Context: an optimization exercise on an open-source flow, tuned for small area, a short achievable clock period and few clock cycles per item. The choices shown serve that exercise and are no tape-out recipe.
RTL that was checked went through simulation tests only; none was proved equivalent to the original.
The RTL of run 7 was laid out without a check of its function.

<file path="design/flow/design.v">
package dct_pkg;
    typedef logic signed [15:0] coef_t;
    typedef logic signed [15:0] sample_t;
    typedef logic signed [31:0] acc_t;
    localparam int PROD_SHIFT = 8;   
    function automatic coef_t dct_coef(input logic [2:0] k, input logic [2:0] j);
        case ({k, j})
            6'o00: dct_coef = 16'sd1448;
            6'o01: dct_coef = 16'sd2008;
            6'o02: dct_coef = 16'sd1892;
            6'o03: dct_coef = 16'sd1702;
            6'o04: dct_coef = 16'sd1448;
            6'o05: dct_coef = 16'sd1137;
            6'o06: dct_coef = 16'sd783;
            6'o07: dct_coef = 16'sd399;
            6'o10: dct_coef = 16'sd1448;
            6'o11: dct_coef = 16'sd1702;
            6'o12: dct_coef = 16'sd783;
            6'o13: dct_coef = -16'sd399;
            6'o14: dct_coef = -16'sd1448;
            6'o15: dct_coef = -16'sd2008;
            6'o16: dct_coef = -16'sd1892;
            6'o17: dct_coef = -16'sd1137;
            6'o20: dct_coef = 16'sd1448;
            6'o21: dct_coef = 16'sd1137;
            6'o22: dct_coef = -16'sd783;
            6'o23: dct_coef = -16'sd2008;
            6'o24: dct_coef = -16'sd1448;
            6'o25: dct_coef = 16'sd399;
            6'o26: dct_coef = 16'sd1892;
            6'o27: dct_coef = 16'sd1702;
            6'o30: dct_coef = 16'sd1448;
            6'o31: dct_coef = 16'sd399;
            6'o32: dct_coef = -16'sd1892;
            6'o33: dct_coef = -16'sd1137;
            6'o34: dct_coef = 16'sd1448;
            6'o35: dct_coef = 16'sd1702;
            6'o36: dct_coef = -16'sd783;
            6'o37: dct_coef = -16'sd2008;
            6'o40: dct_coef = 16'sd1448;
            6'o41: dct_coef = -16'sd399;
            6'o42: dct_coef = -16'sd1892;
            6'o43: dct_coef = 16'sd1137;
            6'o44: dct_coef = 16'sd1448;
            6'o45: dct_coef = -16'sd1702;
            6'o46: dct_coef = -16'sd783;
            6'o47: dct_coef = 16'sd2008;
            6'o50: dct_coef = 16'sd1448;
            6'o51: dct_coef = -16'sd1137;
            6'o52: dct_coef = -16'sd783;
            6'o53: dct_coef = 16'sd2008;
            6'o54: dct_coef = -16'sd1448;
            6'o55: dct_coef = -16'sd399;
            6'o56: dct_coef = 16'sd1892;
            6'o57: dct_coef = -16'sd1702;
            6'o60: dct_coef = 16'sd1448;
            6'o61: dct_coef = -16'sd1702;
            6'o62: dct_coef = 16'sd783;
            6'o63: dct_coef = 16'sd399;
            6'o64: dct_coef = -16'sd1448;
            6'o65: dct_coef = 16'sd2008;
            6'o66: dct_coef = -16'sd1892;
            6'o67: dct_coef = 16'sd1137;
            6'o70: dct_coef = 16'sd1448;
            6'o71: dct_coef = -16'sd2008;
            6'o72: dct_coef = 16'sd1892;
            6'o73: dct_coef = -16'sd1702;
            6'o74: dct_coef = 16'sd1448;
            6'o75: dct_coef = -16'sd1137;
            6'o76: dct_coef = 16'sd783;
            6'o77: dct_coef = -16'sd399;
            default: dct_coef = '0;
        endcase
    endfunction
    typedef enum logic [1:0] {
        XF_IDLE,
        XF_WAIT_BANK,    
        XF_MAC,
        XF_EMIT
    } xform_state_e;
    typedef enum logic [1:0] {
        FE_IDLE,
        FE_WAIT_BANK,    
        FE_READ,
        FE_DRAIN         
    } fetch_state_e;
endpackage
package sram_map_pkg;
    typedef logic [17:0] sram_addr_t;
    typedef logic [15:0] sram_data_t;
    localparam int BLOCK_DIM = 8;
    localparam int BLOCK_SIZE = 64;
    localparam int SRAM_READ_LATENCY = 2;    
    typedef logic [6:0] buf_addr_t;   
    function automatic sram_addr_t pixel_addr(input logic [31:0] width,
                                              input sram_addr_t prow,
                                              input sram_addr_t pcol);
        sram_addr_t addr;
        addr = pcol;
        for (int b = 0; b < 18; b++) begin
            if (width[b])
                addr = addr + (prow << b);
        end
        pixel_addr = addr;
    endfunction
endpackage
`timescale 1ns/1ps
module idct_stage1_top #(
    parameter int BLOCK_COLS = 40,
    parameter int BLOCK_ROWS = 30,
    parameter int RESULT_BASE = 76800
) (
    input  logic       CLOCK,
    input  logic       Resetn,
    input  logic       start,
    input  logic [15:0] sram_read_data,
    output logic [17:0] sram_address,
    output logic [15:0] sram_write_data,
    output logic       sram_we_n,
    output logic       busy,
    output logic       done
);
    localparam int NSEG = BLOCK_COLS * BLOCK_ROWS * 8;    
    localparam int SEG_W = 14;
    localparam int WOFS = RESULT_BASE / 8 - 1;            
    logic [3:0] fc;                  
    logic [SEG_W-1:0] seg;           
    logic wr_on;                     
    logic [3:0] fc_n;
    logic [SEG_W-1:0] seg_n;
    logic [14:0] wseg;
    logic [2:0] kord;
    logic we;                        
    assign fc_n = fc + 4'd1;
    assign seg_n = (fc == 4'd15) ? seg + 1'b1 : seg;
    assign wseg = 15'(seg) + 15'(WOFS) + 15'(fc == 4'd14);
    assign sram_we_n = !we;
    always_comb begin
        case (fc_n[2:0])
            3'd0: kord = 3'd0;
            3'd1: kord = 3'd1;
            3'd2: kord = 3'd3;
            3'd3: kord = 3'd2;
            3'd4: kord = 3'd7;
            3'd5: kord = 3'd6;
            3'd6: kord = 3'd4;
            default: kord = 3'd5;
        endcase
    end
    always_ff @(posedge CLOCK or negedge Resetn) begin
        if (!Resetn) begin
            busy <= 1'b0;
            done <= 1'b0;
            we <= 1'b0;
        end else begin
            done <= 1'b0;
            we <= 1'b0;
            if (!busy) begin
                if (start)
                    busy <= 1'b1;
            end else begin
                we <= fc_n[3] && ((fc == 4'd14) ? (seg != SEG_W'(NSEG)) : wr_on);
                if (fc == 4'd13 && seg == SEG_W'(NSEG)) begin
                    busy <= 1'b0;
                    done <= 1'b1;
                end
            end
        end
    end
    always_ff @(posedge CLOCK) begin
        if (!busy) begin
            fc <= 4'd0;
            seg <= '0;
            wr_on <= 1'b0;
            sram_address <= '0;
        end else begin
            fc <= fc_n;
            seg <= seg_n;
            if (fc == 4'd15)
                wr_on <= 1'b1;
            if (fc_n[3])
                sram_address <= {wseg, fc_n[2:0]};
            else
                sram_address <= {1'b0, seg_n, kord};
        end
    end
    logic signed [15:0] s_in, s_d1;
    logic s_vld;
    assign s_vld = (fc >= 4'd2) && (fc <= 4'd9);
    always_ff @(posedge CLOCK) begin
        s_in <= s_vld ? sram_read_data : 16'd0;
        s_d1 <= s_in;
    end
    logic signed [15:0] q1;
    logic signed [17:0] q3;
    logic signed [18:0] q5;
    logic signed [19:0] q15;
    always_ff @(posedge CLOCK) begin
        q1  <= s_d1;
        q3  <= (18'(s_d1) <<< 1) + 18'(s_d1);
        q5  <= (19'(s_d1) <<< 2) + 19'(s_d1);
        q15 <= (20'(s_d1) <<< 4) - 20'(s_d1);
    end
    logic signed [24:0] p399;
    logic signed [25:0] p783, p851;
    logic signed [26:0] p1137;
    logic signed [23:0] p251, p181;
    logic signed [24:0] p473;
    assign p399  = (25'(q3) <<< 7) + 25'(q15);
    assign p783  = (26'(q3) <<< 8) + 26'(q15);
    assign p1137 = (27'(q1) <<< 10) + (27'(q1) <<< 7) - 27'(q15);
    assign p251  = (24'(q1) <<< 8) - 24'(q5);
    assign p473  = (25'(q15) <<< 5) - (25'(q1) <<< 3) + 25'(q1);
    assign p181  = (24'(q15) <<< 4) - (24'(q15) <<< 2) + 24'(q1);
    assign p851  = (26'(q3) <<< 8) + (26'(q5) <<< 4) + 26'(q3);
    logic signed [18:0] f1448, f2008, f1892, f1702, f1137;
    logic signed [17:0] f783;
    logic signed [16:0] f399;
    logic z5, z6, z7, z8;        
    always_ff @(posedge CLOCK) begin
        f1448 <= 19'(p181 >>> 5);
        f2008 <= 19'(p251 >>> 5);
        f1892 <= 19'(p473 >>> 6);
        f1702 <= 19'(p851 >>> 7);
        f1137 <= 19'(p1137 >>> 8);
        f783  <= 18'(p783 >>> 8);
        f399  <= 17'(p399 >>> 8);
        z5 <= (q1[4:0] == 5'd0);
        z6 <= (q1[5:0] == 6'd0);
        z7 <= (q1[6:0] == 7'd0);
        z8 <= (q1[7:0] == 8'd0);
    end
    logic ld;                    
    logic [7:0] neg_n, pos_n;    
    logic [7:0] neg, pos;
    always_comb begin
        case (fc)
            4'd6:  neg_n = 8'b01101011;
            4'd7:  neg_n = 8'b00111010;
            4'd8:  neg_n = 8'b01011000;
            4'd9:  neg_n = 8'b00001111;
            4'd10: neg_n = 8'b01100100;
            4'd11: neg_n = 8'b00110101;
            4'd12: neg_n = 8'b01010111;
            default: neg_n = 8'b00000000;
        endcase
        pos_n = (fc == 4'd5) ? 8'b00000000 : ~neg_n;
    end
    always_ff @(posedge CLOCK) begin
        neg <= neg_n;
        pos <= pos_n;
        ld <= (fc == 4'd5);
    end
    logic signed [21:0] rz, ry, re, rf, ra, rb, rc, rd;
    function automatic logic signed [21:0] acc_step(input logic signed [21:0] prev,
                                                    input logic p,
                                                    input logic n,
                                                    input logic signed [18:0] f,
                                                    input logic z);
        logic [22:0] t;
        t = {(prev & {22{p | n}}), 1'b1} + {(22'(f) ^ {22{n}}), n & z};
        acc_step = t[22:1];
    endfunction
    always_ff @(posedge CLOCK) begin
        rz <= acc_step(rz, pos[7], neg[7], f1448, z5);
        ry <= acc_step(ry, pos[6], neg[6], f1448, z5);
        re <= acc_step(rf, pos[5], neg[5], f1892, z6);
        rf <= acc_step(re, pos[4], neg[4], 19'(f783), z8);
        ra <= acc_step(rc, pos[3], neg[3], f2008, z5);
        rb <= acc_step(ra, pos[2], neg[2], f1702, z7);
        rc <= acc_step(rd, pos[1], neg[1], f1137, z8);
        rd <= acc_step(rb, pos[0], neg[0], 19'(f399), z8);
    end
    logic [16:0] ch [7];
    logic [16:0] wsrc;
    function automatic logic [16:0] pack(input logic signed [21:0] v);
        pack = {v[21], (v[21:15] != {7{v[21]}}), v[14:0]};
    endfunction
    assign wsrc = (fc == 4'd14) ? pack(rb) : ch[0];
    always_ff @(posedge CLOCK) begin
        if (ld) begin
            ch[0] <= pack(rz);
            ch[1] <= pack(rc);
            ch[2] <= pack(rf);
            ch[3] <= pack(ra);
            ch[4] <= pack(ry);
            ch[5] <= pack(rd);
            ch[6] <= pack(re);
        end else begin
            for (int e = 0; e < 6; e++)
                ch[e] <= ch[e+1];
            ch[6] <= ch[6];
        end
        sram_write_data <= {wsrc[16], wsrc[15] ? {15{!wsrc[16]}} : wsrc[14:0]};
    end
endmodule
</file>
<file path="design/flow/flow/run.sh">
#!/bin/bash
set -euo pipefail
export BUFFER_PORTS_ARGS="-buffer_cell sky130_fd_sc_hd__buf_4"
export SETUP_SLACK_MARGIN=8.45
bash standard.sh > standard.log 2>&1
</file>
<file path="design/flow/standard.sh">
#!/bin/bash
# synth_recipe.tcl (not shown) runs the flow's synth.tcl, then flattens the netlist and writes it again
# the make line also repeats each setting of config.mk as NAME=value (left out here)
make -C /OpenROAD-flow-scripts/flow DESIGN_CONFIG=/design/flow/config.mk WORK_HOME=/design/flow/orfs CLKGATE_MAP_FILE= SYNTH_SCRIPT=/design/flow/synth_recipe.tcl "${@:-finish}"
</file>
<file path="design/flow/config.mk">
export PLATFORM = sky130hd
export DESIGN_NAME = idct_stage1_top
export DESIGN_NICKNAME = idct_stage1_top
export VERILOG_FILES = /design/flow/design.v
export SDC_FILE = /design/flow/constraint.sdc
export NUM_CORES = 4
export LEC_CHECK = 0
export CAP_MARGIN = 20
export CORE_MARGIN = 2
export CORE_UTILIZATION = 40
export CTS_CLUSTER_DIAMETER = 120
export CTS_CLUSTER_SIZE = 24
export SLEW_MARGIN = 20
</file>
<file path="design/flow/constraint.sdc">
create_clock -name core_clock -period 12.0 [get_ports {CLOCK}]
set_input_delay 2.4000 -clock core_clock [delete_from_list [all_inputs] [get_ports {CLOCK}]]
set_output_delay 2.4000 -clock core_clock [all_outputs]
set_load 0.01 [all_outputs]
</file>
==> results of run 1 <==
## kinds of logic (layout without fill, tap and decap cells)
family | count (synthesis) | in the layout | share of synthesized area
XOR/XNOR | 448 | 448 | 0.114
buffers and inverters | 331 | 392 | 0.0361
AND/OR/NAND/NOR | 877 | 877 | 0.132
other | 0 | 1 | 0
AO/OA/AOI/OAI | 800 | 800 | 0.152
flip-flops | 599 | 599 | 0.353
adder cells (fa/ha/maj) | 443 | 443 | 0.177
multiplexers | 116 | 116 | 0.0372
## synth_stat cells, types with 19 or more instances
| library cell | n |
|---|---|
| nand3_1 | 66 |
| nor2b_1 | 191 |
| a31oi_1 | 28 |
| dfxtp_1 | 579 |
| and3_1 | 41 |
| o211ai_1 | 23 |
| a21o_1 | 109 |
| nand2_1 | 134 |
| nor2_1 | 193 |
| clkbuf_1 | 62 |
| o21ai_0 | 134 |
| ha_1 | 370 |
| a21oi_1 | 247 |
| fa_1 | 73 |
| xnor2_1 | 237 |
| o31ai_1 | 21 |
| nor3_1 | 69 |
| mux2_2 | 97 |
| and2_1 | 86 |
| a211oi_1 | 19 |
| mux2i_1 | 19 |
| inv_1 | 251 |
| o21bai_1 | 37 |
| o21a_1 | 55 |
| nand2b_1 | 22 |
| xor2_1 | 211 |
## metrics by stage
step | util | area [um2] | hold slack, ns
2_1_floorplan | - | 34500 | 0.310
3_3_place_gp | 0.425 | 36200 | 0.311
3_5_place_dp | 0.425 | 36200 | 0.312
4_1_cts | 0.436 | 37200 | 0.332
5_1_grt | 0.441 | 37600 | 0.343
6_report | 0.441 | 37600 | 0.326
## layout by cell type (no fill, tap or decap), types with 7 or more instances in the layout
master	n
nand2b_1	22
a21o_1	109
clkbuf_16	30
o211ai_1	23
a31o_2	16
a211oi_1	15
dfxtp_4	10
xor2_1	210
dfxtp_2	9
a21oi_1	242
a211o_1	14
dfxtp_1	560
nor3_1	67
o21a_1	55
o21ai_0	123
mux2_2	97
and2_1	86
mux2i_1	19
o21bai_1	37
nor2b_1	191
fa_1	72
o31ai_1	17
nor4_1	14
o2111ai_1	7
buf_4	86
buf_6	11
o21ai_1	8
and3_1	41
nand4_1	17
edfxtp_1	17
nand3_1	66
a21boi_0	8
nor2_1	190
inv_1	244
nand2_1	134
ha_1	369
a22oi_1	7
a31oi_1	27
xnor2_1	236
or3_1	14
## what timing repair did
item,CTS,global route
setup endpoints to repair,64,45
setup buffers,5,19
pin swaps,3,17
resized for setup,38,72
cloned,2,3
## flip-flops by register name, indices dropped and copies added, names as in the netlist, 15 cells and up
name             cells
re                  22
f783                18
f1448               19
f1892               19
s_d1                16
q5                  17
ch                 119
q3                  15
q15                 20
f1137               19
rz                  22
f1702               19
rf                  22
s_in                16
sram_address        18
sram_write_data     16
f2008               19
rd                  22
rc                  22
f399                17
ry                  22
ra                  22
rb                  22
## layer usage
metal | share of wire | track usage | vias up | wire length (um)
li1 | - | - | 12600 | -
met1 | 0.50 | 0.314 | 11900 | 48000
met2 | 0.42 | 0.316 | 574 | 40600
met3 | 0.044 | 0.0193 | 104 | 4200
met4 | 0.034 | 0.0653 | 0 | 3270
met5 | 0 | 0 | - | 0
## final cells by class
type | instances | area (um2) | area share
multi-input combinational | 2684 | 21400 | 0.568
clock buffer | 34 | 744 | 0.0198
sequential | 599 | 12200 | 0.325
inverter | 253 | 961 | 0.0256
tap | 1144 | 1430 | 0.0381
timing repair inverter | 1 | 7.51 | 0.000200
antenna | 1 | 2.50 | 0.0000666
timing repair buffer | 104 | 865 | 0.0230
## how the worst min path moves through the flow
stage                     cells past startpoint  slack (ns)        to     start
after floorplan                               0        0.31   s_d1[0]   s_in[0]
after global placement                        0        0.31   s_d1[6]   s_in[6]
after detailed placement                      0        0.31   s_d1[6]   s_in[6]
after CTS                                     0        0.33  s_d1[11]  s_in[11]
after global routing                          0        0.34   s_d1[6]   s_in[6]
final                                         0        0.33  s_d1[11]  s_in[11]
==> summary.md, run 1 <==
| Metric | Value |
|---|---|
| Status | finished clean |
| RD Place Congestion | 0.952 |
| Primary FF master, synth | dfxtp_1 |
| Die height | 298 um |
| Synth Register Bits | 599 |
| Critical path class | flop to output pin |
| Clock tree root buffer cell | clkbuf_16 |
| CTS sink count | 599 |
| Routed len/inst | approximately 20 um |
| CTS tree | built |
| Die area | 88600 um2 |
| Final period util | 0.294 |
| Initial antenna violation count | 3 |
| First-pass GRT wire length | 143000 um |
| # fillers | 8231 |
| Crit-path cells | buf_6 |
| # hold bufs at CTS | 0 |
| Synthesis-to-finish area growth | 8.95% |
| Cells after Synth | 3614 |
| CP Data Required Time | ~9.6 ns |
| CP endpoint | busy |
| Critical Path Start Type | flop |
| DRC | 0 |
| Min Tclk post-route | ~3.5 ns |
| Asr flop ratio synth | 0.00501 |
| Worst reg2reg setup slack | between 8 and 9 ns |
| Core box area | about 85000 um2 |
| Worst slew pin tran | 1.10 ns |
| Critical Path Sink Type | output pin |
| Total GRT Usage | 0.210 |
| Starting density of the core | 0.405 |
| YS warnings | 2 |
| Final Setup Violations | 0 |
| Number of buffers and inverters on the critical path | 1 |
| Final setup TNS | 0 ns |
| 1st-pass router iterations | 5 |
| Register area share after synthesis | 0.353 |
| Clock latency at the later pin of the worst-skew pair | about 0.63 ns |
| Critical path data arrival time | ~1.1 ns |
| Post-Place Worst Slack | approximately 7.9 ns |
| CP Depth | 1 |
| TritonCTS buffer count | 28 |
| Post-synthesis area per instance | between 9 and 10 um2 |
| Bufs on Longest Clock Path | 3 |
| Grt ovf | 0 |
| Final #Nets | between 4000 and 5000 |
| Final Hold Viols | 0 |
| # Max-Cap Violations | 0 |
| Pin count of the biggest net entering global routing | about 70 |
| CP top delay family | flip-flops |
| HP Class | flop to flop |
| Fmax | 0.283 GHz |
| Placed Instances | between 4000 and 5000 |
| Max-slew headroom | 0.265 |
| Vias | roughly 25000 |
| Reg-to-Reg Start | q1[6] |
| R2R Path End | f1448[18] |
| WL final | ~96000 um |
| CP max-delay cell | dfrtp_1 |
| Post-route ant nets | 0 |
| Reg2Reg Depth | 12 |
| EDFF count, synth | 17 |
| # port buffers | 55 |
| Synth cell types | just over 80 |
| RSZ-0062 raised after global routing | true |
| Row count | between 100 and 150 |
| Vias in the first global route | ~23000 |
| Largest area contributor in the netlist | dfxtp_1 |
| Crit path from | busy |
| Mapped Area | 34500 um2 |
| Worst-path clk slew | about 0.1 ns |
| Pins Over Slew Limit | 0 |
| Via/cell ratio | between 5 and 6 |
| Worst Path Max Fanout | 2 |
| Syn Nets | approximately 4000 |
| Iter 0 DRT Violations | 1709 |
| Fin cells | a little under 5000 |
| Die Wd | 298 um |
| Setup slack after layout | between 8 and 9 ns |
| Final Skew | ~0.038 ns |
| CTS H-tree lvls | 1 |
| Layout cells sized above 1 | 0.0917 |
| Yosys top cell area share | 0.336 |
| Ports | 56 |
| Post-DP HPWL | just under 80000 um |
| Slowest stage delay, CP | roughly 0.40 ns |
| Area contributors post-synth | dfxtp_1 34%, ha_1 13%, xnor2_1 6.0% |
Testbench counts, summed over its fixed seeds: cycles 614,464, pictures 4.
==> run 2: changes to the inputs <==
--- a/design/flow/design.v
+++ b/design/flow/design.v
@@ -134,5 +134,5 @@
     assign fc_n = fc + 4'd1;
     assign seg_n = (fc == 4'd15) ? seg + 1'b1 : seg;
-    assign wseg = 15'(seg) + 15'(WOFS) + 15'(fc == 4'd14);
+    assign wseg = 15'(seg) + 15'(WOFS) + 15'((fc == 4'd13) || (fc == 4'd14));
     assign sram_we_n = !we;
     always_comb begin
@@ -160,6 +160,6 @@
                     busy <= 1'b1;
             end else begin
-                we <= fc_n[3] && ((fc == 4'd14) ? (seg != SEG_W'(NSEG)) : wr_on);
-                if (fc == 4'd13 && seg == SEG_W'(NSEG)) begin
+                we <= fc_n[3] && ((fc == 4'd13 || fc == 4'd14) ? (seg != SEG_W'(NSEG)) : wr_on);
+                if (fc == 4'd12 && seg == SEG_W'(NSEG)) begin
                     busy <= 1'b0;
                     done <= 1'b1;
@@ -185,10 +185,9 @@
         end
     end
-    logic signed [15:0] s_in, s_d1;
+    logic signed [15:0] s_in;
     logic s_vld;
     assign s_vld = (fc >= 4'd2) && (fc <= 4'd9);
     always_ff @(posedge CLOCK) begin
         s_in <= s_vld ? sram_read_data : 16'd0;
-        s_d1 <= s_in;
     end
     logic signed [15:0] q1;
@@ -197,8 +196,8 @@
     logic signed [19:0] q15;
     always_ff @(posedge CLOCK) begin
-        q1  <= s_d1;
-        q3  <= (18'(s_d1) <<< 1) + 18'(s_d1);
-        q5  <= (19'(s_d1) <<< 2) + 19'(s_d1);
-        q15 <= (20'(s_d1) <<< 4) - 20'(s_d1);
+        q1  <= s_in;
+        q3  <= (18'(s_in) <<< 1) + 18'(s_in);
+        q5  <= (19'(s_in) <<< 2) + 19'(s_in);
+        q15 <= (20'(s_in) <<< 4) - 20'(s_in);
     end
     logic signed [24:0] p399;
@@ -236,19 +235,19 @@
     always_comb begin
         case (fc)
-            4'd6:  neg_n = 8'b01101011;
-            4'd7:  neg_n = 8'b00111010;
-            4'd8:  neg_n = 8'b01011000;
-            4'd9:  neg_n = 8'b00001111;
-            4'd10: neg_n = 8'b01100100;
-            4'd11: neg_n = 8'b00110101;
-            4'd12: neg_n = 8'b01010111;
+            4'd5:  neg_n = 8'b01101011;
+            4'd6:  neg_n = 8'b00111010;
+            4'd7:  neg_n = 8'b01011000;
+            4'd8:  neg_n = 8'b00001111;
+            4'd9:  neg_n = 8'b01100100;
+            4'd10: neg_n = 8'b00110101;
+            4'd11: neg_n = 8'b01010111;
             default: neg_n = 8'b00000000;
         endcase
-        pos_n = (fc == 4'd5) ? 8'b00000000 : ~neg_n;
+        pos_n = (fc == 4'd4) ? 8'b00000000 : ~neg_n;
     end
     always_ff @(posedge CLOCK) begin
         neg <= neg_n;
         pos <= pos_n;
-        ld <= (fc == 4'd5);
+        ld <= (fc == 4'd4);
     end
     logic signed [21:0] rz, ry, re, rf, ra, rb, rc, rd;
@@ -277,16 +276,22 @@
         pack = {v[21], (v[21:15] != {7{v[21]}}), v[14:0]};
     endfunction
-    assign wsrc = (fc == 4'd14) ? pack(rb) : ch[0];
-    always_ff @(posedge CLOCK) begin
+    always_comb begin
+        case (fc)
+            4'd13: wsrc = pack(re);
+            4'd14: wsrc = pack(rd);
+            default: wsrc = ch[0];
+        endcase
+    end
+    always_ff @(posedge CLOCK) begin
+        ch[0] <= ch[1];
         if (ld) begin
-            ch[0] <= pack(rz);
-            ch[1] <= pack(rc);
-            ch[2] <= pack(rf);
-            ch[3] <= pack(ra);
-            ch[4] <= pack(ry);
-            ch[5] <= pack(rd);
-            ch[6] <= pack(re);
+            ch[1] <= pack(rz);
+            ch[2] <= pack(rc);
+            ch[3] <= pack(rf);
+            ch[4] <= pack(ra);
+            ch[5] <= pack(ry);
+            ch[6] <= pack(rd);
         end else begin
-            for (int e = 0; e < 6; e++)
+            for (int e = 1; e < 6; e++)
                 ch[e] <= ch[e+1];
             ch[6] <= ch[6];
==> run 2 against run 1 <==
  * Sequential share of layout area decreased by 0.51 points
  * Clock skew decreased by 0.0046 ns
  * Design area decreased by 0.99%
  * First-iteration DRC count decreased by 3.7%
  * Largest cell class unchanged
==> summary.md, run 2 <==
| Metric | Value |
|---|---|
| Status | finished clean |
| Register Area | roughly 12000 um2 |
| Die Wd | ~290 um |
| Slowest stage delay, CP | ~0.42 ns |
| Core box area | ~84000 um2 |
| Cells after Synth | 3540 |
| Fin area | roughly 37000 um2 |
| Synthesis-to-finish area growth | 10.2% |
| Yosys top cell area share | 0.334 |
| Primary FF master, synth | dfxtp_1 |
| Worst Path Max Fanout | 2 |
| Vias | between 20000 and 25000 |
| Critical Path Start Type | flop |
| Clock tree root buffer cell | clkbuf_16 |
| Register area share after synthesis | 0.351 |
| # fillers | about 8100 |
| Post-synthesis area per instance | between 9 and 10 um2 |
| WL final | slightly above 90000 um |
| Top post-synthesis cells by count | 563 x dfxtp_1, 369 x ha_1, 252 x a21oi_1 |
| Final Skew | between 0.03 and 0.04 ns |
| Via/cell ratio | around 5.2 |
| Main combinational cell family by area after synthesis | adder cells |
| Syn Nets | ~4000 |
| Hold path depth | 0 |
| Synth cell types | just under 80 |
| Reg-to-Reg Start | q1[6] |
| Worst Min Path Start | ch[1][6] |
| RD Place Congestion | about 0.95 |
| Worst-path clk slew | approximately 0.1 ns |
| Most common cell in the netlist | dfxtp_1 |
| Pins Over Slew Limit | 0 |
| HP Class | flop to flop |
| Adder-cell share of the synthesized area | 0.180 |
| Critical path data arrival time | approximately 1.2 ns |
| Routed len/inst | 19.2 um |
| Post-route ant nets | 0 |
| Number of buffers and inverters on the critical path | 1 |
| TritonCTS buffer count | 29 |
| CTS H-tree lvls | 1 |
| Synth Register Bits | a little under 600 |
| Synth Area in Compound Gates | 0.151 |
| Total GRT Usage | 0.206 |
| EDFF count, synth | 17 |
| Crit-path cells | buf_6 |
| First-pass GRT wire length | 137000 um |
| Critical path class | flop to output pin |
| Placed Instances | 4664 |
| Pin count of the biggest net entering global routing | 63 |
| Most common cell after layout, fill and taps aside | dfxtp_1 |
| Final Setup Violations | 0 |
| Worst slew pin tran | around 1.1 ns |
| Initial antenna violation count | 2 |
| CTS tree | built |
| Die area | a little under 90000 um2 |
| Dpl cell area | ~35000 um2 |
| Largest area contributor in the netlist | dfxtp_1 |
| CP max-delay cell | dfrtp_1 |
| Row count | about 110 |
| Starting density of the core | 0.404 |
| Clock latency at the later pin of the worst-skew pair | roughly 0.63 ns |
| Ports | between 50 and 60 |
| Bufs on Longest Clock Path | 3 |
| Min Tclk post-route | ~3.6 ns |
| CTS sink count | 583 |
| Final Hold Viols | 0 |
| Area contributors post-synth | dfxtp_1 33%, ha_1 14%, xnor2_1 6.4% |
| Critical Path Sink Type | output pin |
| Max-slew headroom | 0.285 |
| # port buffers | 55 |
| Crit path from | busy |
| Mux contribution to synthesized area | 0.0270 |
| Final #Nets | about 4100 |
| Iter 0 DRT Violations | approximately 1600 |
| Post-DP HPWL | around 73000 um |
| CP Depth | 1 |
| Fin cells | ~4800 |
| Max reg flops | about 120 |
| Asr flop ratio synth | 0.00515 |
| 1st-pass router iterations | 8 |
| Simple-gate share of the synthesized area | 0.132 |
| Top reg by flops | ch |
| # hold bufs at CTS | 0 |
| DRC | 0 |
| Mapped Area | 33800 um2 |
| Synth Area in XOR/XNOR | 0.122 |
| Grt ovf | 0 |
| CP Data Required Time | about 9.6 ns |
| Layout cells sized above 1 | 0.105 |
| Reg2Reg Depth | 14 |
| Die height | 295 um |
| Final setup TNS | 0 ns |
| Final period util | 0.298 |
| CP top delay family | flip-flops |
| RSZ-0062 raised after global routing | true |
| # Max-Cap Violations | 0 |
| Footprint of the multi-input gates | about 21000 um2 |
| Fmax | approximately 0.28 GHz |
| Commonest non-fill, non-tap cells in the layout | 540 x dfxtp_1, 367 x ha_1, 247 x xnor2_1, 237 x a21oi_1, 225 x inv_1 |
| YS warnings | 2 |
| Vias in the first global route | between 20000 and 25000 |
[run 2: cell types whose count changed after synthesis, moves of 14 or more]
cell,change
a222oi_1,+16
and2_1,-14
dfxtp_1,-16
mux2_2,-17
mux2i_1,-18
nand2_1,-15
nand3_1,-14
nor2b_1,+18
nor3_1,-19
o21a_1,-21
o21ai_1,+14
o31ai_1,-14
[run 2: final timing paths]
check / slack, ns / end
max: 8.43 / busy
min: 0.33 / ch[0][6]
max reg2reg: 8.59 / f1137[18]
min reg2reg: 0.33 / ch[0][6]
max in group asynchronous: 10.37 / done
min in group asynchronous: 1.54 / busy
[run 2: routing by layer]
metal / vias to the layer above / track usage / wire length (um)
li1: 12400 / - / -
met1: 11700 / 0.288 / 43500
met2: 511 / 0.324 / 39700
met3: 117 / 0.0291 / 4640
met4: 0 / 0.0709 / 3480
met5: - / 0 / 0
[run 2: final cells by class]
type,count,share of cell area
diodes,1,0.0000672
clock buffers,40,0.0206
clock inverters,3,0.00145
inverters,240,0.0252
multi-input cells,2632,0.567
flip-flops and latches,583,0.320
well taps,1134,0.0381
repair buffers,128,0.0278
[run 2: timing repair]
action | 4_1_cts | 5_1_grt
gates cloned | 1 | 4
resized for setup | 46 | 90
pin swaps | 4 | 17
setup buffers | 9 | 39
setup endpoints to repair | 60 | 57
[run 2: stage by stage]
| stage | setup WS [ns] | utilization | hold slack (ns) |
|---|---|---|---|
| global route | 8.30 | 0.445 | 0.336 |
| detailed placement | 7.91 | 0.424 | 0.312 |
| CTS | 8.40 | 0.436 | 0.327 |
| floorplan | 8.41 | - | 0.310 |
| global placement | 7.91 | 0.424 | 0.311 |
| finish | 8.43 | 0.445 | 0.331 |
[run 2: logic make-up after synthesis]
| group | count (synthesis) |
|---|---|
| xor gates and xnor gates | 472 |
| adders and majority gates | 442 |
| AOI/OAI and AO/OA | 789 |
| buffers and inverters | 325 |
| DFF | 583 |
| and+or+nand+nor | 848 |
| muxes | 81 |
Testbench counts of run 2, summed over its fixed seeds: cycles 614,460, pictures 4.
==> run 3: changes to the inputs <==
==> design/flow/flow/run.sh (replaced) <==
#!/bin/bash
set -euo pipefail
export BUFFER_PORTS_ARGS="-buffer_cell sky130_fd_sc_hd__buf_2"
export SETUP_SLACK_MARGIN=8.3
bash standard.sh > standard.log 2>&1
==> run 3 against run 2 <==
  * Still clean
  * Final cell count shrank 0.74%
  * Wire length shrank 1.7%
  * First-iteration DRC count grew 0.73%
  * Hold slack lost 0.0014 ns
  * Utilization shrank 0.77 points
  * Worst setup slack gained 0.011 ns
  * Synthesized cell count is the same
  * Flip-flop and latch count is the same
  * Clock-buffer cell count shrank 2
  * Largest cell class unchanged
==> summary.md, run 3 <==
| Metric | Value |
|---|---|
| Layout cells sized above 1 | 0.0841 |
| Adder-cell share of the synthesized area | 0.180 |
| Crit-path cells | buf_2 |
| Pins Over Slew Limit | 0 |
| Worst slew pin tran | between 0.9 and 1 ns |
| Synth Area in XOR/XNOR | 0.122 |
| Initial antenna violation count | 2 |
| # port buffers | 55 |
| Core box area | between 80000 and 90000 um2 |
| Final period util | 0.297 |
| Via/cell ratio | roughly 5 |
| Clock tree root buffer cell | clkbuf_16 |
| HP Class | flop to flop |
| Most common cell in the netlist | dfxtp_1 |
| CTS H-tree lvls | 1 |
| Asr flop ratio synth | 0.00515 |
| Final #Nets | a little over 4000 |
| Die Wd | between 200 and 300 um |
| Final setup TNS | 0 ns |
| Critical path data arrival time | between 1 and 1.5 ns |
| Synth Register Bits | about 580 |
| Largest area contributor in the netlist | dfxtp_1 |
| Die area | 86800 um2 |
| Synth Area in Compound Gates | 0.151 |
| Simple-gate share of the synthesized area | 0.132 |
| Final Setup Violations | 0 |
| Setup slack after layout | ~8.4 ns |
| Max-slew headroom | 0.374 |
| Most common cell after layout, fill and taps aside | dfxtp_1 |
| Mux contribution to synthesized area | 0.0270 |
| Top post-synthesis cells by count | 563 x dfxtp_1, 369 x ha_1, 252 x a21oi_1 |
| Mapped Area | 33800 um2 |
| CTS tree | built |
| Post-DP HPWL | around 73000 um |
| Top reg by flops | ch |
| Synth cell types | approximately 80 |
| Commonest non-fill, non-tap cells in the layout | 548 x dfxtp_1, 369 x ha_1, 247 x xnor2_1, 243 x a21oi_1, 235 x inv_1 |
| Worst-path clk slew | 0.11 ns |
| Bufs on Longest Clock Path | 3 |
| RSZ-0062 raised after global routing | true |
| YS warnings | 2 |
| EDFF count, synth | 17 |
| Primary FF master, synth | dfxtp_1 |
| Grt ovf | 0 |
| Post-Place Worst Slack | about 7.8 ns |
| Slowest stage delay, CP | roughly 0.4 ns |
| Register area share after synthesis | 0.351 |
| # fillers | 8141 |
| CP max-delay cell | dfrtp_1 |
| Critical Path Sink Type | output pin |
| # hold bufs at CTS | 0 |
| Number of buffers and inverters on the critical path | 1 |
| CP Data Required Time | 9.60 ns |
| Iter 0 DRT Violations | around 1700 |
| Main combinational cell family by area after synthesis | adder cells |
| Post-synthesis area per instance | ~9.5 um2 |
| Final Skew | 0.0232 ns |
| WL final | between 80000 and 90000 um |
| Syn Nets | 4001 |
| Clock latency at the later pin of the worst-skew pair | approximately 0.63 ns |
| Area contributors post-synth | dfxtp_1 33%, ha_1 14%, xnor2_1 6.4% |
| Ports | 56 |
| Critical path class | flop to output pin |
| Status | finished clean |
| CP top delay family | flip-flops |
| RD Place Congestion | roughly 0.9 |
| Ant. Diodes | 0 |
| Max reg flops | between 100 and 150 |
| 1st-pass router iterations | 5 |
| # Max-Cap Violations | 0 |
| Footprint of the multi-input gates | 20900 um2 |
| Routed len/inst | around 19 um |
| Yosys top cell area share | 0.334 |
| Worst Path Max Fanout | 2 |
| First-pass GRT wire length | approximately 130000 um |
| Min Tclk post-route | 3.56 ns |
| Hold WS | ~0.33 ns |
| TritonCTS buffer count | 29 |
| Die height | just under 300 um |
| Pin count of the biggest net entering global routing | 74 |
| Row count | between 100 and 150 |
| Total GRT Usage | 0.204 |
| Starting density of the core | 0.404 |
| Fmax | 0.281 GHz |
| Layout Utilization | 0.437 |
| Critical Path Start Type | flop |
| Register Area | 11900 um2 |
| Vias | ~24000 |
| Synthesis-to-finish area growth | 8.28% |
| Final Hold Viols | 0 |
| Cells after Synth | 3540 |
| CTS sink count | approximately 580 |
| Post-route ant nets | 0 |
| Vias in the first global route | 23100 |
| DRC | 0 |
[run 3: cell counts after synthesis]
Identical to the previous run, type by type.
[run 3: path summary, 6_finish.rpt]
check | slack, ns | to | from | depth (start not counted)
max reg2reg | 8.45 | rc[20] | neg[1] | 15
min | 0.33 | ch[0][10] | ch[1][10] | 0
max in group asynchronous | 10.34 | we | Resetn | 1
min reg2reg | 0.33 | ch[0][10] | ch[1][10] | 0
min in group asynchronous | 1.56 | busy | Resetn | 1
max | 8.44 | busy | busy | 1
[run 3: cells by family after synthesis]
| logic type | after synthesis |
|---|---|
| AO/OA/AOI/OAI | 789 |
| XOR/XNOR | 472 |
| adder cells (fa/ha/maj) | 442 |
| buffers and inverters | 325 |
| flip-flops | 583 |
| multiplexers | 81 |
| AND/OR/NAND/NOR | 848 |
[run 3: cell type report]
type                       count  area share
clock buffer                  38      0.0208
clock inverter                 3     0.00130
inverter                     240      0.0249
multi-input combinational   2632       0.572
sequential                   583       0.325
tap                         1134      0.0388
timing repair buffer          96      0.0173
[run 3: stage by stage]
stage | cell area [um2] | instances
after floorplan | 33800 | 3540
after global placement | 35300 | 4666
after detailed placement | 35300 | 4666
after CTS | 36200 | 4708
after global routing | 36600 | 4726
final | 36600 | 4726
[run 3: repair_timing]
action | CTS | global route
pin swaps | 2 | 10
hold endpoints to repair | 0 | 0
setup endpoints to repair | 41 | 47
gates cloned | 0 | 2
gates resized for setup | 24 | 50
buffers inserted | 1 | 16
[run 3: routing by layer]
metal	track usage	up-vias	routed length [um]
met2	0.319	525	39000
met1	0.285	11400	42300
met5	0	-	0
met4	0.0708	0	3500
li1	-	12300	-
met3	0.0301	124	4890
==> run 4: changes to the inputs <==
==> design/flow/flow/run.sh (replaced) <==
#!/bin/bash
set -euo pipefail
export BUFFER_PORTS_ARGS="-buffer_cell sky130_fd_sc_hd__buf_2"
export SETUP_SLACK_MARGIN=8.42
bash standard.sh > standard.log 2>&1
==> run 4 against run 3 <==
  * Worst setup slack worse by 0.0071 ns
  * Clock-buffer cell count grew 2
  * Highest routed layer is now met5
==> summary.md, run 4 <==
| Metric | Value |
|---|---|
| TritonCTS buffer count | 29 |
| Routed len/inst | 19.1 um |
| Iter 0 DRT Violations | ~1600 |
| Primary FF master, synth | dfxtp_1 |
| Clock latency at the later pin of the worst-skew pair | 0.63 ns |
| Core box area | between 80000 and 90000 um2 |
| Post-route ant nets | 0 |
| Most common cell after layout, fill and taps aside | dfxtp_1 |
| Via/cell ratio | approximately 5.2 |
| Synthesis-to-finish area growth | 9.05% |
| Syn Nets | 4001 |
| Initial antenna violation count | 4 |
| Clock tree root buffer cell | clkbuf_16 |
| Vias | between 20000 and 25000 |
| Most common cell in the netlist | dfxtp_1 |
| Final period util | 0.298 |
| Final Hold Viols | 0 |
| Layout cells sized above 1 | 0.0974 |
| CP max-delay cell | dfrtp_1 |
| RSZ-0062 raised after global routing | true |
| # Max-Cap Violations | 0 |
| Final setup TNS | 0 ns |
| Cells after Synth | approximately 3500 |
| Mapped Area | 33800 um2 |
| Max-slew headroom | 0.317 |
| HP Class | flop to flop |
| Ant. Diodes | 0 |
| Commonest non-fill, non-tap cells in the layout | 541 x dfxtp_1, 368 x ha_1, 247 x xnor2_1, 238 x a21oi_1, 230 x inv_1 |
| Post-DP HPWL | approximately 73000 um |
| DRC | 0 |
| Top post-synthesis cells by count | 563 x dfxtp_1, 369 x ha_1, 252 x a21oi_1 |
| Area contributors post-synth | dfxtp_1 33%, ha_1 14%, xnor2_1 6.4% |
| CTS tree | built |
| Fmax | 0.280 GHz |
| # port buffers | 55 |
| First-pass GRT wire length | about 140000 um |
| Max reg flops | around 120 |
| CP Data Required Time | 9.60 ns |
| YS warnings | 2 |
| Critical Path Sink Type | output pin |
| Die height | between 200 and 300 um |
| Row count | roughly 110 |
| Critical path class | flop to output pin |
| Worst slew pin tran | approximately 1 ns |
| Die Wd | 295 um |
| EDFF count, synth | 17 |
| Worst Path Max Fanout | 2 |
| Crit-path cells | buf_2 |
| Critical Path Start Type | flop |
| Min Tclk post-route | between 3 and 4 ns |
| Bufs on Longest Clock Path | 3 |
| Vias in the first global route | roughly 23000 |
| Final Setup Violations | 0 |
| Final #Nets | between 4000 and 5000 |
| Ports | 56 |
| Total GRT Usage | 0.205 |
| Post-synthesis area per instance | 9.54 um2 |
| Worst-path clk slew | 0.10 ns |
| Yosys top cell area share | 0.334 |
| WL final | 90500 um |
| # hold bufs at CTS | 0 |
| Top reg by flops | ch |
| Largest area contributor in the netlist | dfxtp_1 |
| Critical path data arrival time | about 1.2 ns |
| Asr flop ratio synth | 0.00515 |
| Final Skew | about 0.029 ns |
| CTS H-tree lvls | 1 |
| Number of buffers and inverters on the critical path | 1 |
| CP top delay family | flip-flops |
| Starting density of the core | 0.404 |
| Synth Register Bits | approximately 580 |
| Pin count of the biggest net entering global routing | 73 |
| Pins Over Slew Limit | 0 |
| RD Place Congestion | 0.941 |
| Register area share after synthesis | 0.351 |
| Slowest stage delay, CP | between 0.4 and 0.5 ns |
| Status | finished clean |
| Grt ovf | 0 |
| Die area | 86800 um2 |
| Synth cell types | 78 |
| # fillers | 8083 |
| 1st-pass router iterations | 8 |
| CTS sink count | ~580 |
## run 4: cell counts after synthesis
Identical to the previous run, type by type.
## run 4: what timing repair did
action	in CTS	in global routing
gates resized for setup	37	72
setup buffers	12	24
pin swaps	2	12
gates cloned	0	4
endpoints found under the setup margin	61	58
## run 4: worst paths after layout
check                          from   endpoint  slack [ns]  depth (start not counted)
max in group asynchronous    Resetn         we       10.34                          1
hold reg to reg            ch[1][2]   ch[0][2]        0.33                          0
min in group asynchronous    Resetn       done        1.55                          1
setup reg to reg              q1[6]  f1137[18]        8.53                         14
setup / recovery               busy       busy        8.43                          1
hold / removal             ch[1][2]   ch[0][2]        0.33                          0
## run 4: logic make-up after synthesis
| family | after synthesis | share of synthesized area |
|---|---|---|
| AND/OR/NAND/NOR | 848 | 0.132 |
| XOR/XNOR | 472 | 0.122 |
| AO/OA/AOI/OAI | 789 | 0.151 |
| adder cells (fa/ha/maj) | 442 | 0.180 |
| flip-flops | 583 | 0.351 |
| multiplexers | 81 | 0.0270 |
| buffers and inverters | 325 | 0.0362 |
## run 4: cell type report
cell class,instances,area [um2],share of cell area
clock buffer,40,777,0.0211
clock inverter,4,53.8,0.00146
inverter,240,927,0.0252
multi-input combinational,2632,21000,0.570
sequential,583,11900,0.323
tap,1134,1420,0.0385
timing repair buffer,114,742,0.0201
## run 4: per-stage QoR
step	utilization	hold WS [ns]	worst slack [ns]	instance area, um2	cells
after detailed placement	0.422	0.313	7.81	35300	4663
after global placement	0.422	0.310	7.81	35300	4663
after global routing	0.440	0.343	8.36	36800	4747
after CTS	0.434	0.335	8.23	36400	4719
after floorplan	-	0.310	8.41	33800	3540
final	0.440	0.334	8.43	36800	4747
## run 4: worst register-to-register path: cells and delay by family, from the launching register on
kind                     cells  cell delay [ns]
AO/OA/AOI/OAI                9             1.87
XOR/XNOR                     1             0.13
flip-flops                   1             0.39
adder cells (fa/ha/maj)      2             0.88
buffers and inverters        2             0.15
## run 4: metal layers
metal  part of all wire  global-route usage  vias to the layer above
met5            0.00033                   0                        -
met4              0.037              0.0676                        4
met3              0.048              0.0245                      120
met2               0.44               0.324                      537
met1               0.48               0.289                    11600
li1                   -                   -                    12300
==> run 5: changes to the inputs <==
==> design/flow/flow/run.sh (replaced) <==
#!/bin/bash
set -euo pipefail
export BUFFER_PORTS_ARGS="-buffer_cell sky130_fd_sc_hd__buf_2"
export SETUP_SLACK_MARGIN=8.38
bash standard.sh > standard.log 2>&1
==> run 5 against run 4 <==
  * Critical path depth is 1 higher
  * Critical path type unchanged
  * Highest routed layer unchanged
  * First-iteration DRC count increased by 5.5%
  * Register-to-register slack worse by 0.03 ns
  * Still clean
==> summary.md, run 5 <==
| Metric | Value |
|---|---|
| Max-slew headroom | 0.311 |
| Row count | approximately 110 |
| Die Wd | approximately 290 um |
| Ant. Diodes | 0 |
| Clock tree root buffer cell | clkbuf_16 |
| Bufs on Longest Clock Path | 3 |
| Final setup TNS | 0 ns |
| Fmax | 0.280 GHz |
| TritonCTS buffer count | 29 |
| CTS H-tree lvls | 1 |
| Critical path class | flop to output pin |
| Vias in the first global route | approximately 23000 |
| CP Data Required Time | ~9.6 ns |
| Final #Nets | just over 4000 |
| Worst-path clk slew | approximately 0.1 ns |
| Dpl cell area | approximately 35000 um2 |
| Reg2Reg Depth | 14 |
| Post-synthesis area per instance | around 9.5 um2 |
| Synth Register Bits | between 500 and 600 |
| CTS sink count | approximately 580 |
| HP Class | flop to flop |
| Commonest non-fill, non-tap cells in the layout | 544 x dfxtp_1, 368 x ha_1, 247 x xnor2_1, 243 x a21oi_1, 233 x inv_1 |
| Primary FF master, synth | dfxtp_1 |
| Synthesis-to-finish area growth | 8.61% |
| Syn Nets | around 4000 |
| Top reg by flops | ch |
| WHS Endpoint | ch[0][12] |
| # Max-Cap Violations | 0 |
| Reg-to-Reg Start | neg[3] |
| Vias | 24600 |
| WL final | ~91000 um |
| Clock latency at the later pin of the worst-skew pair | roughly 0.63 ns |
| Routed len/inst | 19.2 um |
| Post-DP HPWL | 73500 um |
| Layout cells sized above 1 | 0.0902 |
| Max reg flops | 119 |
| RSZ-0062 raised after global routing | true |
| Most common cell after layout, fill and taps aside | dfxtp_1 |
| Worst Min Path Start | ch[1][12] |
| Synth cell types | between 70 and 80 |
| YS warnings | 2 |
| Iter 0 DRT Violations | roughly 1700 |
| Critical Path Start Type | flop |
| Worst slew pin tran | a little over 1 ns |
| RD Place Congestion | between 0.9 and 1 |
| Hold WS | about 0.33 ns |
| Register area share after synthesis | 0.351 |
| Area contributors post-synth | dfxtp_1 33%, ha_1 14%, xnor2_1 6.4% |
| Die height | approximately 290 um |
| Ports | 56 |
| Largest area contributor in the netlist | dfxtp_1 |
| Worst Path Max Fanout | 1 |
| Top post-synthesis cells by count | 563 x dfxtp_1, 369 x ha_1, 252 x a21oi_1 |
| Via/cell ratio | around 5.2 |
| DRC | 0 |
| Worst reg2reg setup slack | ~8.5 ns |
| Final Skew | approximately 0.025 ns |
| Total GRT Usage | 0.204 |
| Cells after Synth | between 3000 and 4000 |
| Grt ovf | 0 |
| EDFF count, synth | 17 |
| Pin count of the biggest net entering global routing | 64 |
| 1st-pass router iterations | 6 |
| Most common cell in the netlist | dfxtp_1 |
| Critical path data arrival time | about 1.2 ns |
| Fin area | ~37000 um2 |
| Starting density of the core | 0.404 |
| Min Tclk post-route | around 3.6 ns |
| Final Hold Viols | 0 |
| Final Setup Violations | 0 |
| Asr flop ratio synth | 0.00515 |
| Status | finished clean |
| R2R Path End | ra[21] |
| Final period util | 0.298 |
| Die area | 86800 um2 |
| # fillers | 8218 |
| # port buffers | between 50 and 60 |
| Post-route ant nets | 0 |
| Initial antenna violation count | 3 |
| # hold bufs at CTS | 0 |
| Pins Over Slew Limit | 0 |
| Mapped Area | 33800 um2 |
| Critical Path Sink Type | output pin |
| First-pass GRT wire length | around 140000 um |
| CTS tree | built |
| Yosys top cell area share | 0.334 |
| Core box area | 83700 um2 |
| Hold path depth | 0 |
run 5: cell counts after synthesis:
Identical to the previous run, type by type.
run 5: metal layers:
| metal | track usage | wire, um |
|---|---|---|
| met1 | 0.289 | 43100 |
| met4 | 0.0577 | 2770 |
| met3 | 0.0270 | 4630 |
| met5 | 0 | 31 |
| met2 | 0.325 | 40300 |
run 5: worst max path at each step:
stage	start	endpoint	cells past startpoint
final	we	sram_we_n	2
after floorplan	neg[3]	ra[21]	15
after detailed placement	neg[5]	re[21]	14
after global placement	neg[5]	re[21]	14
after global routing	neg[4]	rf[20]	13
after CTS	neg[4]	rf[20]	13
run 5: layout make-up:
type / instances / area (um2) / area share
clock buffer: 37 / 756 / 0.0206
clock inverter: 4 / 60.1 / 0.00164
inverter: 240 / 920 / 0.0251
multi-input combinational: 2632 / 20900 / 0.571
sequential: 583 / 11900 / 0.324
tap: 1134 / 1420 / 0.0387
timing repair buffer: 106 / 689 / 0.0188
run 5: cell families (layout without fill, tap and decap cells):
| kind of cell | after synthesis | after routing | synth area share |
|---|---|---|---|
| AOI/OAI and AO/OA | 789 | 789 | 0.151 |
| and+or+nand+nor | 848 | 848 | 0.132 |
| muxes | 81 | 81 | 0.0270 |
| xor gates and xnor gates | 472 | 472 | 0.122 |
| adders and majority gates | 442 | 442 | 0.180 |
| DFF | 583 | 583 | 0.351 |
| buffers and inverters | 325 | 387 | 0.0362 |
run 5: what timing repair did:
item                       4_1_cts  5_1_grt
cloned                           0        4
setup endpoints to repair       49       50
buffers inserted                 8       19
resized for setup               34       55
pin swaps                        2        9
run 5: critical path, cell delays in order, from the launching register on:
cell	delay (ns)
dfrtp_1	0.38
inv_1	0.06
buf_2	0.13
run 5: per-stage QoR:
stage               utilization  worst slack [ns]  std cells
global placement          0.422              7.84       4663
floorplan                     -              8.39       3540
global route              0.438              8.37       4736
detailed placement        0.422              7.78       4664
CTS                       0.434              8.31       4713
finish                    0.438              8.42       4736
==> run 6: changes to the inputs <==
--- a/design/flow/config.mk
+++ b/design/flow/config.mk
@@ -9,5 +9,5 @@
 export CORE_MARGIN = 2
 export CORE_UTILIZATION = 40
-export CTS_CLUSTER_DIAMETER = 120
-export CTS_CLUSTER_SIZE = 24
+export CTS_CLUSTER_DIAMETER = 130
+export CTS_CLUSTER_SIZE = 27
 export SLEW_MARGIN = 20
==> run 6 against run 5 <==
  * Fmax about the same
  * Synthesized cell count is the same
  * Critical path depth unchanged
==> summary.md, run 6 <==
| Metric | Value |
|---|---|
| Routed len/inst | between 15 and 20 um |
| Worst Path Max Fanout | 1 |
| Placed Instances | between 4000 and 5000 |
| Area contributors post-synth | dfxtp_1 33%, ha_1 14%, xnor2_1 6.4% |
| Status | finished clean |
| Setup slack after layout | ~8.4 ns |
| Largest area contributor in the netlist | dfxtp_1 |
| Row count | ~110 |
| Pin count of the biggest net entering global routing | 64 |
| Final period util | 0.298 |
| Critical path data arrival time | roughly 1.2 ns |
| RSZ-0062 raised after global routing | true |
| Fin cells | ~4700 |
| CTS tree | built |
| # Max-Cap Violations | 0 |
| DRC | 0 |
| Crit-path cells | inv_1, buf_2 |
| Ports | 56 |
| Core box area | 83700 um2 |
| YS warnings | 2 |
| Die area | 86800 um2 |
| Asr flop ratio synth | 0.00515 |
| Synth cell types | between 70 and 80 |
| Final Hold Viols | 0 |
| Final Setup Violations | 0 |
| Layout cells sized above 1 | 0.0874 |
| Starting density of the core | 0.404 |
| Post-synthesis area per instance | between 9 and 10 um2 |
| Slowest stage delay, CP | 0.38 ns |
| Die Wd | 295 um |
| Final Skew | 0.0307 ns |
| Primary FF master, synth | dfxtp_1 |
| Initial antenna violation count | 3 |
| Layout Utilization | 0.437 |
| CTS sink count | 583 |
| Worst slew pin tran | roughly 1.0 ns |
| RD Place Congestion | roughly 0.95 |
| CTS H-tree lvls | 1 |
| HP Class | flop to flop |
| Die height | just under 300 um |
| Post-route ant nets | 0 |
| Iter 0 DRT Violations | between 1500 and 2000 |
| Synthesis-to-finish area growth | 8.33% |
| Grt ovf | 0 |
| Ant. Diodes | 0 |
| Max reg flops | between 100 and 150 |
| Via/cell ratio | 5.18 |
| Total GRT Usage | 0.204 |
| Mapped Area | ~34000 um2 |
| Critical path class | flop to output pin |
| Cells after Synth | 3540 |
| Register area share after synthesis | 0.351 |
| Worst-path clk slew | between 0.1 and 0.15 ns |
| EDFF count, synth | 17 |
| Syn Nets | around 4000 |
| Most common cell in the netlist | dfxtp_1 |
| Synth Register Bits | roughly 580 |
| Vias | ~24000 |
| Min Tclk post-route | 3.58 ns |
| Pins Over Slew Limit | 0 |
| Top post-synthesis cells by count | 563 x dfxtp_1, 369 x ha_1, 252 x a21oi_1 |
| 1st-pass router iterations | 5 |
| Hold WS | roughly 0.33 ns |
| Number of buffers and inverters on the critical path | 2 |
| Post-Place Worst Slack | about 8 ns |
| WL final | 90500 um |
| Max-slew headroom | 0.294 |
| Final #Nets | 4043 |
| Fmax | 0.280 GHz |
| # hold bufs at CTS | 0 |
| Top reg by flops | ch |
| CP max-delay cell | dfrtp_1 |
| First-pass GRT wire length | approximately 140000 um |
| CP top delay family | flip-flops |
| Final setup TNS | 0 ns |
| Commonest non-fill, non-tap cells in the layout | 544 x dfxtp_1, 368 x ha_1, 247 x xnor2_1, 245 x a21oi_1, 233 x inv_1 |
| Bufs on Longest Clock Path | 3 |
| # port buffers | between 50 and 60 |
| Most common cell after layout, fill and taps aside | dfxtp_1 |
| Critical Path Sink Type | output pin |
| Critical Path Start Type | flop |
| Yosys top cell area share | 0.334 |
| TritonCTS buffer count | 27 |
| Clock latency at the later pin of the worst-skew pair | between 0.6 and 0.7 ns |
| Clock tree root buffer cell | clkbuf_16 |
| Vias in the first global route | ~23000 |
| CP Data Required Time | ~9.6 ns |
| Post-DP HPWL | between 70000 and 80000 um |
## run 6: cell counts after synthesis
Identical to the previous run, type by type.
## run 6: metrics by stage
stage	instance area [um2]
2_1_floorplan	33800
3_3_place_gp	35300
3_5_place_dp	35300
4_1_cts	36300
5_1_grt	36600
6_report	36600
## run 6: worst register-to-register path: stages (launching register included)
cell and delay [ns]:
dfxtp_4 0.43, nor2_4 0.20, buf_6 0.19, nor2b_2 0.07, fa_1 0.46, a21oi_1 0.18
nor2b_1 0.09, a311oi_2 0.33, o2bb2ai_2 0.18, o21bai_1 0.15, o31a_1 0.31, a41o_1 0.29
a211oi_2 0.25, a21oi_1 0.13, xor2_1 0.17
## run 6: what timing repair did
action / 4_1_cts / 5_1_grt
gates resized for setup: 34 / 54
endpoints found under the setup margin: 48 / 46
cloned: 0 / 4
pin swaps: 2 / 4
setup buffers: 8 / 11
## run 6: cell type report
class / instances / area (um2)
repair buffers: 98 / 629
clock buffers: 36 / 709
fillers: 8213 / 47100
inverters: 240 / 916
clock inverters: 4 / 77.6
multi-input cells: 2632 / 20900
well taps: 1134 / 1420
flip-flops and latches: 583 / 11900
## run 6: metal layers
layer	part of all wire	GRT usage	vias up
met5	0.00034	0	-
met4	0.031	0.0599	4
met3	0.046	0.0256	108
met2	0.44	0.323	505
met1	0.48	0.290	11600
li1	-	-	12300
## run 6: final timing paths
kind | start | end | slack [ns] | depth (start not counted)
min reg2reg | ch[1][12] | ch[0][12] | 0.33 | 0
max | we | sram_we_n | 8.42 | 2
max in group asynchronous | Resetn | busy | 10.35 | 1
min | ch[1][12] | ch[0][12] | 0.33 | 0
min in group asynchronous | Resetn | done | 1.55 | 1
max reg2reg | neg[5] | re[21] | 8.46 | 14
## run 6: cell families (layout without fill, tap and decap cells)
family                     Yosys count  after routing  share of synthesized area
muxes                               81             81                     0.0270
adders and majority gates          442            442                      0.180
buffers and inverters              325            378                     0.0362
xor gates and xnor gates           472            472                      0.122
AOI/OAI and AO/OA                  789            789                      0.151
and+or+nand+nor                    848            848                      0.132
DFF                                583            583                      0.351
==> run 7: changes to the inputs <==
--- a/design/flow/design.v
+++ b/design/flow/design.v
@@ -291,10 +291,9 @@
             ch[4] <= pack(ra);
             ch[5] <= pack(ry);
-            ch[6] <= pack(rd);
         end else begin
             for (int e = 1; e < 6; e++)
                 ch[e] <= ch[e+1];
-            ch[6] <= ch[6];
         end
+        ch[6] <= pack(rd);       
         sram_write_data <= {wsrc[16], wsrc[15] ? {15{!wsrc[16]}} : wsrc[14:0]};
     end
--- a/design/flow/config.mk
+++ b/design/flow/config.mk
@@ -9,5 +9,5 @@
 export CORE_MARGIN = 2
 export CORE_UTILIZATION = 40
-export CTS_CLUSTER_DIAMETER = 130
-export CTS_CLUSTER_SIZE = 27
+export CTS_CLUSTER_DIAMETER = 120
+export CTS_CLUSTER_SIZE = 24
 export SLEW_MARGIN = 20
==> run 7 against run 6 <==
  * Sequential share of layout area shrank 0.82 points
  * Non-clock buffer count shrank 1
  * Flip-flop and latch count is the same
  * First-iteration DRC count shrank 6.5%
  * Global-route usage shrank 0.091 points
  * Largest cell class unchanged
  * Highest routed layer is now met4
==> summary.md, run 7 <==
| Metric | Value |
|---|---|
| Grt ovf | 0 |
| Synthesis-to-finish area growth | 8.37% |
| Hold WS | approximately 0.33 ns |
| Mapped Area | about 34000 um2 |
| Status | finished clean |
| Bufs on Longest Clock Path | 3 |
| RSZ-0062 raised after global routing | true |
| Synth Register Bits | roughly 580 |
| Row count | between 100 and 150 |
| Register area share after synthesis | 0.343 |
| Initial antenna violation count | 3 |
| Total GRT Usage | 0.203 |
| Ports | 56 |
| Worst Path Max Fanout | 2 |
| CP max-delay cell | dfrtp_4 |
| CP Data Required Time | between 9 and 10 ns |
| Critical path class | flop to output pin |
| Min Tclk post-route | 3.67 ns |
| Critical Path Start Type | flop |
| Footprint of the multi-input gates | between 20000 and 25000 um2 |
| Iter 0 DRT Violations | between 1500 and 2000 |
| YS warnings | 2 |
| CTS sink count | between 500 and 600 |
| Starting density of the core | 0.402 |
| # Max-Cap Violations | 0 |
| # port buffers | 55 |
| CTS H-tree lvls | 1 |
| Area contributors post-synth | dfxtp_1 34%, ha_1 14%, xnor2_1 5.9% |
| CP top delay family | flip-flops |
| Largest area contributor in the netlist | dfxtp_1 |
| Post-DP HPWL | slightly above 70000 um |
| WL final | roughly 90000 um |
| TritonCTS buffer count | 29 |
| Clock tree root buffer cell | clkbuf_16 |
| Final Hold Viols | 0 |
| Core box area | 84900 um2 |
| Yosys top cell area share | 0.341 |
| Max-slew headroom | 0.271 |
| Top post-synthesis cells by count | 580 x dfxtp_1, 369 x ha_1, 242 x inv_1 |
| Cells after Synth | roughly 3600 |
| Crit-path cells | buf_6 |
| Post-synthesis area per instance | roughly 9.4 um2 |
| Most common cell in the netlist | dfxtp_1 |
| Final period util | 0.306 |
| Die area | about 88000 um2 |
| Fmax | around 0.27 GHz |
| CP Depth | 1 |
| CTS tree | built |
| Slowest stage delay, CP | 0.50 ns |
| Final #Nets | a little over 4000 |
| Final setup TNS | 0 ns |
| Layout cells sized above 1 | 0.0829 |
| Fin area | about 37000 um2 |
| Clock latency at the later pin of the worst-skew pair | 0.64 ns |
| Worst-path clk slew | 0.10 ns |
| Asr flop ratio synth | 0.00515 |
| Pins Over Slew Limit | 0 |
| Worst slew pin tran | between 1 and 1.5 ns |
| Commonest non-fill, non-tap cells in the layout | 566 x dfxtp_1, 369 x ha_1, 240 x inv_1, 230 x xnor2_1 |
| RD Place Congestion | approximately 0.9 |
| Critical path data arrival time | 1.27 ns |
| Number of buffers and inverters on the critical path | 1 |
| Pin count of the biggest net entering global routing | between 80 and 90 |
| Primary FF master, synth | dfxtp_1 |
| Setup slack after layout | around 8.3 ns |
| DRC | 0 |
| Dpl cell area | 35700 um2 |
| Top reg by flops | ch |
| Vias in the first global route | around 24000 |
| Critical Path Sink Type | output pin |
| 1st-pass router iterations | 7 |
| HP Class | flop to flop |
| Post-Place Worst Slack | just over 8 ns |
| Max reg flops | about 120 |
| Die height | about 300 um |
| Hold path depth | 0 |
| Die Wd | just under 300 um |
| First-pass GRT wire length | approximately 140000 um |
| Final Setup Violations | 0 |
| Vias | roughly 25000 |
| Syn Nets | around 4100 |
| # fillers | between 8000 and 9000 |
| Via/cell ratio | about 5.2 |
| Routed len/inst | between 15 and 20 um |
| EDFF count, synth | 0 |
| Register Area | between 10000 and 15000 um2 |
| Synth cell types | 89 |
| Most common cell after layout, fill and taps aside | dfxtp_1 |
| Reg2Reg Depth | 14 |
| Post-route ant nets | 0 |
| Final Skew | 0.0389 ns |
## run 7: cell count changes after synthesis, moves of 16 or more
cell | previous run | this run
dfxtp_1 | 563 | 580
nand2_1 | 119 | 139
a31oi_1 | 31 | 48
or3_1 | 6 | 25
xnor2_1 | 248 | 230
edfxtp_1 | 17 | 0
nand3_1 | 52 | 75
a21o_1 | 119 | 93
nor2_1 | 193 | 211
a222oi_1 | 16 | 0
nor3_1 | 50 | 73
o21a_1 | 34 | 52
a21oi_1 | 252 | 228
## run 7: logic make-up after synthesis
| group | after synthesis | share of synthesized area |
|---|---|---|
| AND/OR/NAND/NOR | 963 | 0.147 |
| multiplexers | 84 | 0.0276 |
| adder cells (fa/ha/maj) | 442 | 0.178 |
| AO/OA/AOI/OAI | 771 | 0.150 |
| flip-flops | 583 | 0.343 |
| XOR/XNOR | 458 | 0.118 |
| buffers and inverters | 322 | 0.0357 |
## run 7: layer usage
layer / track usage / share of wire / vias up
li1: - / - / 12700
met1: 0.284 / 0.48 / 11700
met3: 0.0169 / 0.037 / 101
met2: 0.336 / 0.45 / 476
met4: 0.0556 / 0.027 / 0
met5: 0 / 0 / -
## run 7: cell type report
type / instances / area share
Multi-Input combinational cell: 2718 / 0.580
Clock inverter: 4 / 0.00146
Sequential cell: 583 / 0.317
Inverter: 242 / 0.0247
Clock buffer: 33 / 0.0200
Timing Repair Buffer: 97 / 0.0180
Tap cell: 1144 / 0.0387
Antenna cell: 1 / 0.0000677
## run 7: repair_timing
| action | in CTS | in global routing |
|---|---|---|
| gates cloned | 0 | 4 |
| buffers inserted | 5 | 11 |
| setup endpoints to repair | 24 | 82 |
| pin swaps | 2 | 18 |
| hold buffers | 0 | 0 |
| gates resized for setup | 12 | 70 |
## run 7: worst paths after layout
kind                            from  slack, ns   endpoint
hold / removal             ch[1][11]       0.33  ch[0][11]
setup / recovery                busy       8.33       busy
max in group asynchronous     Resetn      10.36       busy
setup reg to reg              neg[5]       8.44     re[20]
hold reg to reg            ch[1][11]       0.33  ch[0][11]
min in group asynchronous     Resetn       1.52       busy
## run 7: through the flow
step,cells,util
2_1_floorplan,3623,-
3_3_place_gp,4763,0.420
3_5_place_dp,4763,0.420
4_1_cts,4805,0.430
5_1_grt,4821,0.435
6_report,4822,0.435

-- separate check: timing with driven ports --
Ports are ideal in the flow. The routed layouts listed here were re-timed in OpenROAD. Step 1 (the two cells are an assumption about what drives the block):
set clk [get_ports {CLOCK}]
set_driving_cell -lib_cell sky130_fd_sc_hd__clkbuf_16 $clk
set_driving_cell -lib_cell sky130_fd_sc_hd__buf_2 [delete_from_list [all_inputs] $clk]
Step 2 adds t to the input delays and takes it off the output delays; t is the mean of the earliest and latest rising clock arrival at the registers after step 1. Input paths then give back, and output paths get back, about the clock's delay inside the block. Three values: ideal, step 1, step 2; two values: the first two.
run	shift t [ns]	setup WS [ns]	worst setup path at the end
run 1	0.682	8.467 / 8.400 / 8.617	register to register
run 2	0.673	8.425 / 8.360 / 8.591	register to register
run 3	0.679	8.437 / 8.371 / 8.452	register to register
run 4	0.680	8.429 / 8.363 / 8.527	register to register
run 5	0.684	8.424 / 8.361 / 8.499	register to register
run 6	0.662	8.423 / 8.359 / 8.457	register to register
run 7	0.686	8.332 / 8.269 / 8.437	register to register
After both steps every run listed still meets setup and hold.
